Background: an optimization exercise with open tools, aiming at small area. Do not read the settings as production practice. In this exercise RTL edits were held to simulation tests only and were not proved equivalent to the original. No activity file was given, so power comes from the tool's default toggle rates.

### design/flow/constraint.sdc
create_clock -name core_clock -period 10.0 [get_ports {clk}]
set_input_delay 2.0000 -clock core_clock [delete_from_list [all_inputs] [get_ports {clk}]]
set_output_delay 2.0000 -clock core_clock [all_outputs]
set_load 0.01 [all_outputs]
### design/flow/run.sh
#!/bin/bash
# synth_recipe.tcl (not shown) runs the flow's synth.tcl, then flattens the netlist and writes it again
# the make line also repeats each setting of config.mk as NAME=value (left out here)
make -C /OpenROAD-flow-scripts/flow DESIGN_CONFIG=/design/flow/config.mk WORK_HOME=/design/flow/orfs CLKGATE_MAP_FILE= SYNTH_SCRIPT=/design/flow/synth_recipe.tcl finish
### design/flow/config.mk
export PLATFORM = sky130hd
export DESIGN_NAME = decode_stage
export DESIGN_NICKNAME = decode_stage
export VERILOG_FILES = /design/flow/design.v
export SDC_FILE = /design/flow/constraint.sdc
export NUM_CORES = 4
export LEC_CHECK = 0
export CAP_MARGIN = 20
export CELL_PAD_IN_SITES_DETAIL_PLACEMENT = 1
export CELL_PAD_IN_SITES_GLOBAL_PLACEMENT = 2
export CORE_MARGIN = 2
export CORE_UTILIZATION = 30
export SETUP_SLACK_MARGIN = 0.5
export SLEW_MARGIN = 20
### design/flow/design.v
package decode_pkg;
	typedef logic [31:0] data_t;       
	typedef logic [4:0]  reg_addr_t;   
	typedef logic [31:0] instr_t;
	typedef logic [5:0]  opcode_t;     
	typedef logic [3:0]  alu_op_t;
	typedef logic [10:0] exec_ctrl_t;
	typedef logic [8:0]  mem_ctrl_t;
	typedef logic [1:0]  wb_ctrl_t;
	localparam int num_regs = 32;
	localparam opcode_t op_rtype = 6'd0;
	localparam opcode_t op_j     = 6'd2;
	localparam opcode_t op_jal   = 6'd3;
	localparam opcode_t op_beq   = 6'd4;
	localparam opcode_t op_addi  = 6'd8;
	localparam opcode_t op_lw    = 6'd35;
	localparam opcode_t op_sw    = 6'd43;
	localparam opcode_t fn_sll = 6'd0;
	localparam opcode_t fn_jr  = 6'd8;
	localparam opcode_t fn_add = 6'd32;
	localparam opcode_t fn_sub = 6'd34;
	localparam opcode_t fn_and = 6'd36;
	localparam opcode_t fn_or  = 6'd37;
	localparam alu_op_t alu_add = 4'd0;
	localparam alu_op_t alu_sub = 4'd1;
	localparam alu_op_t alu_and = 4'd2;
	localparam alu_op_t alu_or  = 4'd3;
	localparam alu_op_t alu_sll = 4'd4;
	localparam int ex_alu_op_lsb   = 7;   
	localparam int ex_reg_dst_bit  = 6;
	localparam int ex_jump_bit     = 5;
	localparam int ex_jump_reg_bit = 4;
	localparam int ex_alu_src_bit  = 3;
	localparam int ex_branch_bit   = 2;
	localparam int ex_shift_bit    = 1;
	localparam int ex_link_bit     = 0;
	localparam int mem_write_bit = 0;
	localparam int mem_read_bit  = 1;
	localparam int mem_word_bit  = 4;
	localparam int wb_reg_write_bit  = 1;
	localparam int wb_mem_to_reg_bit = 0;
endpackage
`timescale 1ns/1ps
module control_decoder
(
	input  decode_pkg::instr_t     instr,
	output decode_pkg::exec_ctrl_t ctrl_exec,
	output decode_pkg::mem_ctrl_t  ctrl_mem,
	output decode_pkg::wb_ctrl_t   ctrl_wb
);
	decode_pkg::opcode_t    opcode;
	decode_pkg::opcode_t    funct;
	decode_pkg::exec_ctrl_t exec_c;
	decode_pkg::mem_ctrl_t  mem_c;
	decode_pkg::wb_ctrl_t   wb_c;
	assign opcode = instr[31:26];
	assign funct  = instr[5:0];
	always_comb
	begin
		exec_c = '0;   
		mem_c  = '0;
		wb_c   = '0;
		case (opcode)
			decode_pkg::op_rtype:
			begin
				exec_c[decode_pkg::ex_reg_dst_bit]   = 1'b1;
				wb_c[decode_pkg::wb_reg_write_bit]   = 1'b1;
				case (funct)
					decode_pkg::fn_add: exec_c[decode_pkg::ex_alu_op_lsb +: 4] = decode_pkg::alu_add;
					decode_pkg::fn_sub: exec_c[decode_pkg::ex_alu_op_lsb +: 4] = decode_pkg::alu_sub;
					decode_pkg::fn_and: exec_c[decode_pkg::ex_alu_op_lsb +: 4] = decode_pkg::alu_and;
					decode_pkg::fn_or:  exec_c[decode_pkg::ex_alu_op_lsb +: 4] = decode_pkg::alu_or;
					decode_pkg::fn_sll:
					begin
						exec_c[decode_pkg::ex_alu_op_lsb +: 4] = decode_pkg::alu_sll;
						exec_c[decode_pkg::ex_shift_bit] = 1'b1;   
					end
					decode_pkg::fn_jr:
					begin
						exec_c = '0;
						wb_c   = '0;   
						exec_c[decode_pkg::ex_jump_reg_bit] = 1'b1;
					end
					default:
					begin
						exec_c = '0;
						wb_c   = '0;
					end
				endcase
			end
			decode_pkg::op_addi:
			begin
				exec_c[decode_pkg::ex_alu_op_lsb +: 4] = decode_pkg::alu_add;
				exec_c[decode_pkg::ex_alu_src_bit] = 1'b1;
				wb_c[decode_pkg::wb_reg_write_bit] = 1'b1;
			end
			decode_pkg::op_lw:
			begin
				exec_c[decode_pkg::ex_alu_op_lsb +: 4] = decode_pkg::alu_add;   
				exec_c[decode_pkg::ex_alu_src_bit]  = 1'b1;
				mem_c[decode_pkg::mem_read_bit]     = 1'b1;
				mem_c[decode_pkg::mem_word_bit]     = 1'b1;
				wb_c[decode_pkg::wb_reg_write_bit]  = 1'b1;
				wb_c[decode_pkg::wb_mem_to_reg_bit] = 1'b1;
			end
			decode_pkg::op_sw:
			begin
				exec_c[decode_pkg::ex_alu_op_lsb +: 4] = decode_pkg::alu_add;
				exec_c[decode_pkg::ex_alu_src_bit] = 1'b1;
				mem_c[decode_pkg::mem_write_bit]   = 1'b1;
				mem_c[decode_pkg::mem_word_bit]    = 1'b1;
			end
			decode_pkg::op_beq:
			begin
				exec_c[decode_pkg::ex_alu_op_lsb +: 4] = decode_pkg::alu_sub;   
				exec_c[decode_pkg::ex_branch_bit] = 1'b1;
			end
			decode_pkg::op_j: exec_c[decode_pkg::ex_jump_bit] = 1'b1;
			decode_pkg::op_jal:
			begin
				exec_c[decode_pkg::ex_alu_op_lsb +: 4] = decode_pkg::alu_add;
				exec_c[decode_pkg::ex_jump_bit]    = 1'b1;
				exec_c[decode_pkg::ex_link_bit]    = 1'b1;   
				wb_c[decode_pkg::wb_reg_write_bit] = 1'b1;
			end
			default: ;
		endcase
	end
	assign ctrl_exec = exec_c;
	assign ctrl_mem  = mem_c;
	assign ctrl_wb   = wb_c;
endmodule
`timescale 1ns/1ps
module register_file
(
	input  logic                  clk,
	input  logic                  reset,
	input  logic                  reg_write,
	input  decode_pkg::reg_addr_t write_addr,
	input  decode_pkg::data_t     write_data,
	input  decode_pkg::reg_addr_t rs_addr,
	input  decode_pkg::reg_addr_t rt_addr,
	input  decode_pkg::reg_addr_t debug_addr,
	output decode_pkg::data_t     rs_data,
	output decode_pkg::data_t     rt_data,
	output decode_pkg::data_t     debug_data
);
	decode_pkg::data_t regs [decode_pkg::num_regs];
	always_ff @(posedge clk or posedge reset)
	begin
		if (reset)
		begin
			for (int i = 0; i < decode_pkg::num_regs; i++)
			begin
				regs[i] <= '0;
			end
		end
		else if (reg_write && (write_addr != '0))   
		begin
			regs[write_addr] <= write_data;
		end
	end
	assign rs_data    = regs[rs_addr];
	assign rt_data    = regs[rt_addr];
	assign debug_data = regs[debug_addr];   
endmodule
`timescale 1ns/1ps
module id_ex_latch
(
	input  logic                   clk,
	input  logic                   reset,
	input  decode_pkg::instr_t     instr,
	input  decode_pkg::data_t      pc_plus4,
	input  logic                   flush,
	input  logic                   halt,
	input  decode_pkg::exec_ctrl_t ctrl_exec,
	input  decode_pkg::mem_ctrl_t  ctrl_mem,
	input  decode_pkg::wb_ctrl_t   ctrl_wb,
	input  decode_pkg::data_t      rs_data,
	input  decode_pkg::data_t      rt_data,
	output decode_pkg::reg_addr_t  rs_addr,
	output decode_pkg::reg_addr_t  rt_addr,
	output decode_pkg::data_t      ex_pc_plus4,
	output decode_pkg::data_t      ex_imm,
	output decode_pkg::reg_addr_t  ex_rs,
	output decode_pkg::reg_addr_t  ex_rt,
	output decode_pkg::reg_addr_t  ex_rd,
	output decode_pkg::reg_addr_t  ex_shamt,
	output decode_pkg::exec_ctrl_t ex_exec,
	output decode_pkg::mem_ctrl_t  ex_mem,
	output decode_pkg::wb_ctrl_t   ex_wb,
	output decode_pkg::data_t      ex_rs_data,
	output decode_pkg::data_t      ex_rt_data,
	output logic                   ex_halt,
	output logic                   jump,
	output logic                   jump_reg,
	output decode_pkg::data_t      jump_target,
	output decode_pkg::data_t      jump_reg_target,
	output logic                   stall
);
	decode_pkg::reg_addr_t rd_field;
	decode_pkg::reg_addr_t shamt_field;
	decode_pkg::data_t     imm_ext;
	logic      load_use;
	assign rs_addr     = instr[25:21];
	assign rt_addr     = instr[20:16];
	assign rd_field    = instr[15:11];
	assign shamt_field = instr[10:6];
	assign imm_ext     = {{16{instr[15]}}, instr[15:0]};   
	assign load_use = ex_mem[decode_pkg::mem_read_bit] && ((ex_rt == rs_addr) || (ex_rt == rt_addr));
	assign stall    = load_use && !flush;
	assign jump            = !flush && ctrl_exec[decode_pkg::ex_jump_bit];
	assign jump_reg        = !flush && ctrl_exec[decode_pkg::ex_jump_reg_bit];
	assign jump_target     = flush ? '0 : {pc_plus4[31:28], instr[25:0], 2'b00};
	assign jump_reg_target = flush ? '0 : rs_data;
	always_ff @(posedge clk or posedge reset)
	begin
		if (reset)
		begin
			ex_pc_plus4 <= '0;
			ex_imm      <= '0;
			ex_rs       <= '0;
			ex_rt       <= '0;
			ex_rd       <= '0;
			ex_shamt    <= '0;
			ex_exec     <= '0;
			ex_mem      <= '0;
			ex_wb       <= '0;
			ex_rs_data  <= '0;
			ex_rt_data  <= '0;
			ex_halt     <= 1'b0;
		end
		else
		begin
			ex_halt <= halt;   
			if (flush)
			begin
				ex_pc_plus4 <= '0;
				ex_imm      <= '0;
				ex_rs       <= '0;
				ex_rt       <= '0;
				ex_rd       <= '0;
				ex_shamt    <= '0;
				ex_exec     <= '0;
				ex_mem      <= '0;
				ex_wb       <= '0;
				ex_rs_data  <= '0;
				ex_rt_data  <= '0;
			end
			else
			begin
				ex_pc_plus4 <= pc_plus4;
				ex_imm      <= imm_ext;
				ex_rs       <= rs_addr;
				ex_rt       <= rt_addr;
				ex_rd       <= rd_field;
				ex_shamt    <= shamt_field;
				ex_rs_data  <= rs_data;
				ex_rt_data  <= rt_data;
				ex_exec <= stall ? '0 : ctrl_exec;
				ex_mem  <= stall ? '0 : ctrl_mem;
				ex_wb   <= stall ? '0 : ctrl_wb;
			end
		end
	end
endmodule
`timescale 1ns/1ps
module decode_stage
(
	input  logic                   clk,
	input  logic                   reset,
	input  decode_pkg::instr_t     instr,
	input  decode_pkg::data_t      pc_plus4,
	input  logic                   flush,
	input  logic                   halt,
	input  logic                   reg_write,
	input  decode_pkg::reg_addr_t  write_addr,
	input  decode_pkg::data_t      write_data,
	input  decode_pkg::reg_addr_t  debug_addr,
	output decode_pkg::data_t      ex_pc_plus4,
	output decode_pkg::data_t      ex_imm,
	output decode_pkg::reg_addr_t  ex_rs,
	output decode_pkg::reg_addr_t  ex_rt,
	output decode_pkg::reg_addr_t  ex_rd,
	output decode_pkg::reg_addr_t  ex_shamt,
	output decode_pkg::exec_ctrl_t ex_exec,
	output decode_pkg::mem_ctrl_t  ex_mem,
	output decode_pkg::wb_ctrl_t   ex_wb,
	output decode_pkg::data_t      ex_rs_data,
	output decode_pkg::data_t      ex_rt_data,
	output logic                   ex_halt,
	output logic                   jump,
	output logic                   jump_reg,
	output decode_pkg::data_t      jump_target,
	output decode_pkg::data_t      jump_reg_target,
	output logic                   stall,
	output decode_pkg::data_t      debug_data
);
	decode_pkg::reg_addr_t rs_addr;
	decode_pkg::reg_addr_t rt_addr;
	decode_pkg::data_t     rs_data;
	decode_pkg::data_t     rt_data;
	decode_pkg::exec_ctrl_t ctrl_exec;
	decode_pkg::mem_ctrl_t  ctrl_mem;
	decode_pkg::wb_ctrl_t   ctrl_wb;
	control_decoder u_control_decoder
	(
		.instr (instr),
		.ctrl_exec (ctrl_exec),
		.ctrl_mem  (ctrl_mem),
		.ctrl_wb   (ctrl_wb)
	);
	register_file u_register_file
	(
		.clk        (clk),
		.reset      (reset),
		.reg_write  (reg_write),
		.write_addr (write_addr),
		.write_data (write_data),
		.rs_addr    (rs_addr),
		.rt_addr    (rt_addr),
		.debug_addr (debug_addr),
		.rs_data    (rs_data),
		.rt_data    (rt_data),
		.debug_data (debug_data)
	);
	id_ex_latch u_id_ex_latch
	(
		.clk             (clk),
		.reset           (reset),
		.instr           (instr),
		.pc_plus4        (pc_plus4),
		.flush           (flush),
		.halt            (halt),
		.ctrl_exec       (ctrl_exec),
		.ctrl_mem        (ctrl_mem),
		.ctrl_wb         (ctrl_wb),
		.rs_data         (rs_data),
		.rt_data         (rt_data),
		.rs_addr         (rs_addr),
		.rt_addr         (rt_addr),
		.ex_pc_plus4     (ex_pc_plus4),
		.ex_imm          (ex_imm),
		.ex_rs           (ex_rs),
		.ex_rt           (ex_rt),
		.ex_rd           (ex_rd),
		.ex_shamt        (ex_shamt),
		.ex_exec         (ex_exec),
		.ex_mem          (ex_mem),
		.ex_wb           (ex_wb),
		.ex_rs_data      (ex_rs_data),
		.ex_rt_data      (ex_rt_data),
		.ex_halt         (ex_halt),
		.jump            (jump),
		.jump_reg        (jump_reg),
		.jump_target     (jump_target),
		.jump_reg_target (jump_reg_target),
		.stall           (stall)
	);
endmodule
==> results.toml <==
[global_route]
grt.total_usage_pct = 43.02
grt_start_max_net_pins = 159
top_usage_layer = "met2"
grt_first_pass_wirelength_mm = 607.4
grt_use_met3_pct = 15.94
grt_pass1_vias = 61090
use_met2_pct = 59.43
gr-total-overflow = 0
antenna_found_initial = 60
use_met1_pct = 54.09

[floorplanning]
ios = 381
die_x_microns = 459.2
start_util_pct = 30.12
core_sq_um = 206400
core.rowCount = 167
die_height_microns = 459.2
dieArea_sq_um = 210900

[flow_run]
maxCapViolCount = 0

[cells_and_area]
stdcell_count = 8770
area_delta_synth_final_pct = 20.43
nets = 6031
drive_above_1_share_pct = 28.58

[worst_setup_path]
crit_top_cell = "clkdlybuf4s50_1"
reg2reg_to = "u_id_ex_latch.ex_rs_data[29]"
worst_setup_path_start_kind = "primary input"
r2r_setup_slack_ns = 7.19
path_max_fanout = 13
r2r-start = "u_register_file.regs[7][29]"
worstPathCellList = "clkdlybuf4s50_1 > or2_1 > nor2_4 > buf_4 > a22oi_1 > o21ai_0 > nor4_1 > a211oi_1 > clkdlybuf4s50_1"
critical-path-max-stage-delay_ns = 0.93
end_kind = "output pin"
reg2reg_depth = 4
required_ns = 8.00
crit_type = "primary input to output pin"
path_buf_inv = 3
crit_family = "buffers and inverters"
cp_slowest_cell = "nor2_4"
cp.arrival_ns = 6.95

[pwr]
power.net_switching_mw = 4.971
power_mw = 14.93
p_int_mw = 9.957
ir_drop_v = 0.0002185
pwr-share-clk_pct = 38.4
comb_power_share_pct = 15.3
seqPwrFrac_pct = 46.2
power.leakage_nw = 31.56
swShare_pct = 33.30
power.density_nw_per_um2 = 199.4

[clocking]
cts_tree = "yes"
root_buffer = "clkbuf_16"
clockBufferDepth = 3
clk_pin_slew_worst_paths_ns = 0.06
post_cts_buffers = 0
worstSkewPairLatency_ns = 0.88
postCtsHoldBufs = 0
cts_resized = 0
cts_num_sinks = 1161
numCtsBuffers = 148
htreeDepth = 4

[timing]
whs_ns = 0.4364
final_hold_viol_count = 0
slew_violations = 0
final_period_minus_worst_setup_slack_ns = 8.952
tightest_slew_ns = 1.326
fmax_mhz = 111.7
fin_skew_ns = 0.03187
period_share_pct = 89.52
max_slew_margin_pct = 11.51
rsz0062_at_grt = "false"
finalSetupViolCount = 0

[synthesis]
synth_cell_types = 75
syn_inst = 5725
yosysSeqAreaShare_pct = 46.73
syn_area_sq_um = 62170
avgSynthCellArea_sq_um = 10.86
synth_top_flop_cell = "dfrtp_1"
synth-edff-count = 0
ys.warnings.count = 4
synth_seq_cells = 1161
async_flop_share_pct = 100.0

[drt]
drt_iter0_markers = 11150
first_pass_iters = 8
viasPerCell = 7.306
vias = 64070
ant_nets = 0
wl_per_cell_microns = 53.11
wirelength_mm = 465.7
drcViolationCount = 0

[worst_hold_path]
holdPathStages = 0
worstHoldEndpoint = "u_register_file.regs[0][31]"
hold_path.class = "register to register"
hold_start = "u_register_file.regs[0][31]"

[status]
status = "no timing/DRC/antenna violations"

[placement]
place_congestion = 1.028
post-place-cells = 8474
io_buffers = 371
dp_hpwl_mm = 295.4
-- flip-flops by register name (all words and copies together), names as in the netlist --
name                       flops
u_register_file.regs        1024
u_id_ex_latch.ex_rs            5
u_id_ex_latch.ex_mem           2
u_id_ex_latch.ex_halt          1
u_id_ex_latch.ex_rt            5
u_id_ex_latch.ex_rt_data      32
u_id_ex_latch.ex_imm          16
u_id_ex_latch.ex_exec         10
u_id_ex_latch.ex_wb            2
u_id_ex_latch.ex_rs_data      32
u_id_ex_latch.ex_pc_plus4     32
-- power groups by stage --
stage                     sequential [mW]  combinational, mW  clock [mW]
after CTS                            6.78               2.24        5.79
after global routing                 6.91               2.38        5.98
after global placement               6.86               2.18           0
after floorplan                      6.24               1.32           0
final                                6.90               2.29        5.74
after detailed placement             6.85               2.23           0
-- Yosys cell counts (7+ instances only) --
cell type,number,area (sq um)
and4_1,8,70.07
a221oi_1,28,245.2
a22oi_1,1219,9151
a31oi_1,29,181.4
nor3b_1,8,60.06
buf_4,66,495.5
nand2_1,367,1378
and2_1,13,81.33
inv_1,9,33.78
mux2_1,9,101.4
mux2i_1,31,310.3
buf_1,58,217.7
nor3_1,113,565.5
nor2b_1,76,475.5
buf_2,216,1081
nand3b_1,10,75.07
dfrtp_1,1161,29050
a222oi_1,37,370.4
a2111oi_0,16,140.1
or3_1,12,75.07
a221o_1,9,90.09
nand3_1,90,450.4
a22o_1,37,324.1
or3b_1,7,61.31
clkbuf_1,276,1036
and3_1,14,87.58
nand4_1,146,913.4
a32oi_1,24,210.2
nor2_2,16,100.1
nor4_1,51,319.1
nor2_4,13,146.4
mux2_2,1005,11320
a211oi_1,54,405.4
nand2b_1,19,118.9
a21oi_1,85,425.4
o21ai_0,44,220.2
nor2_1,243,912.1
a311oi_1,8,70.07
o22ai_1,8,50.05
-- per-layer routing --
metal / wire [microns] / up-vias
li1: - / 22480
met1: 176500 / 33240
met2: 185300 / 6243
met3: 60280 / 2069
met4: 43290 / 42
met5: 362 / -
-- layout make-up --
class	instances	area [sq um]
multi-input combinational	3943	31130
timing repair buffer	656	6087
antenna	31	77.57
tap	2704	3383
clock buffer	203	4328
fill	22300	131600
clock inverter	62	774.5
sequential	1161	29050
inverter	10	41.29
-- per-stage QoR --
stage / instance area (sq um) / TNS, ns / setup WS (ns) / util (%)
6_report: 74870 / 0 / 1.048 / 36.27
5_1_grt: 74800 / 0 / 1.191 / 36.23
4_1_cts: 74880 / 0 / 1.285 / 36.27
3_5_place_dp: 69780 / 0 / 1.284 / 33.80
3_3_place_gp: 69690 / 0 / 1.008 / 33.76
2_1_floorplan: 62200 / -9323.09 / -8.030 / -
-- worst max path at each step --
stage / start / to / cells after the start
4_1_cts: instr[25] / jump_reg_target[18] / 9
6_report: instr[25] / jump_reg_target[18] / 9
2_1_floorplan: reset / u_id_ex_latch.ex_exec[0] / 1
3_3_place_gp: instr[25] / jump_reg_target[15] / 8
3_5_place_dp: instr[25] / jump_reg_target[18] / 9
5_1_grt: instr[25] / jump_reg_target[18] / 9
-- kinds of logic after synthesis --
logic type / count (synthesis) / synth area share [%]
AO/OA/AOI/OAI: 1645 / 19.75
XOR/XNOR: 10 / 0.1409
buffers and inverters: 629 / 4.657
flip-flops: 1161 / 46.73
multiplexers: 1045 / 18.87
other: 1 / 0.006032
AND/OR/NAND/NOR: 1234 / 9.851
-- layout by cell type, fill, tap and decap left out, drive strengths merged, types with 13 or more instances in the layout --
master | synthesis | layout
nor3 | 113 | 113
and3 | 14 | 14
a222oi | 37 | 37
mux2i | 31 | 31
mux2 | 1014 | 1014
a2111oi | 16 | 16
o21ai | 44 | 44
clkdlybuf4s50 | 0 | 337
buf | 342 | 319
nand2b | 19 | 19
clkinv | 1 | 30
a32oi | 24 | 24
diode | 0 | 31
nor2b | 76 | 76
a211oi | 54 | 54
a22oi | 1219 | 1219
a221oi | 28 | 28
nand3 | 90 | 90
inv | 9 | 19
bufinv | 0 | 13
clkbuf | 277 | 203
nand2 | 368 | 368
a21oi | 85 | 85
nor2 | 273 | 273
nand4 | 146 | 146
a22o | 37 | 37
nor4 | 51 | 51
a31oi | 29 | 29
dfrtp | 1161 | 1161
and2 | 15 | 15

[what the ideal ports hide]
Ports are ideal in the flow. The routed layout listed here was re-timed in OpenROAD.
Step 1, drivers: a clkbuf_16 drives clk and a buf_2 each remaining input, both assumed.
Step 2 moves the port delays by t, midway between the first and last clock arrival at a register: inputs arrive t later, outputs are due t later. That takes back most of the time a late clock gives input paths.
Three values: ideal ports, drivers, drivers and shift; two values: the first two.
t (ns): 0.955
setup slack, ns: 1.048 / 1.020 / 1.020
worst setup path after step 2: input to output
worst register clock-pin slew, ns: 0.07 / 0.07
After both steps this run still meets setup and hold. The setup slack of this run moves by -0.028 ns with the drivers and by -0.028 ns with both steps.
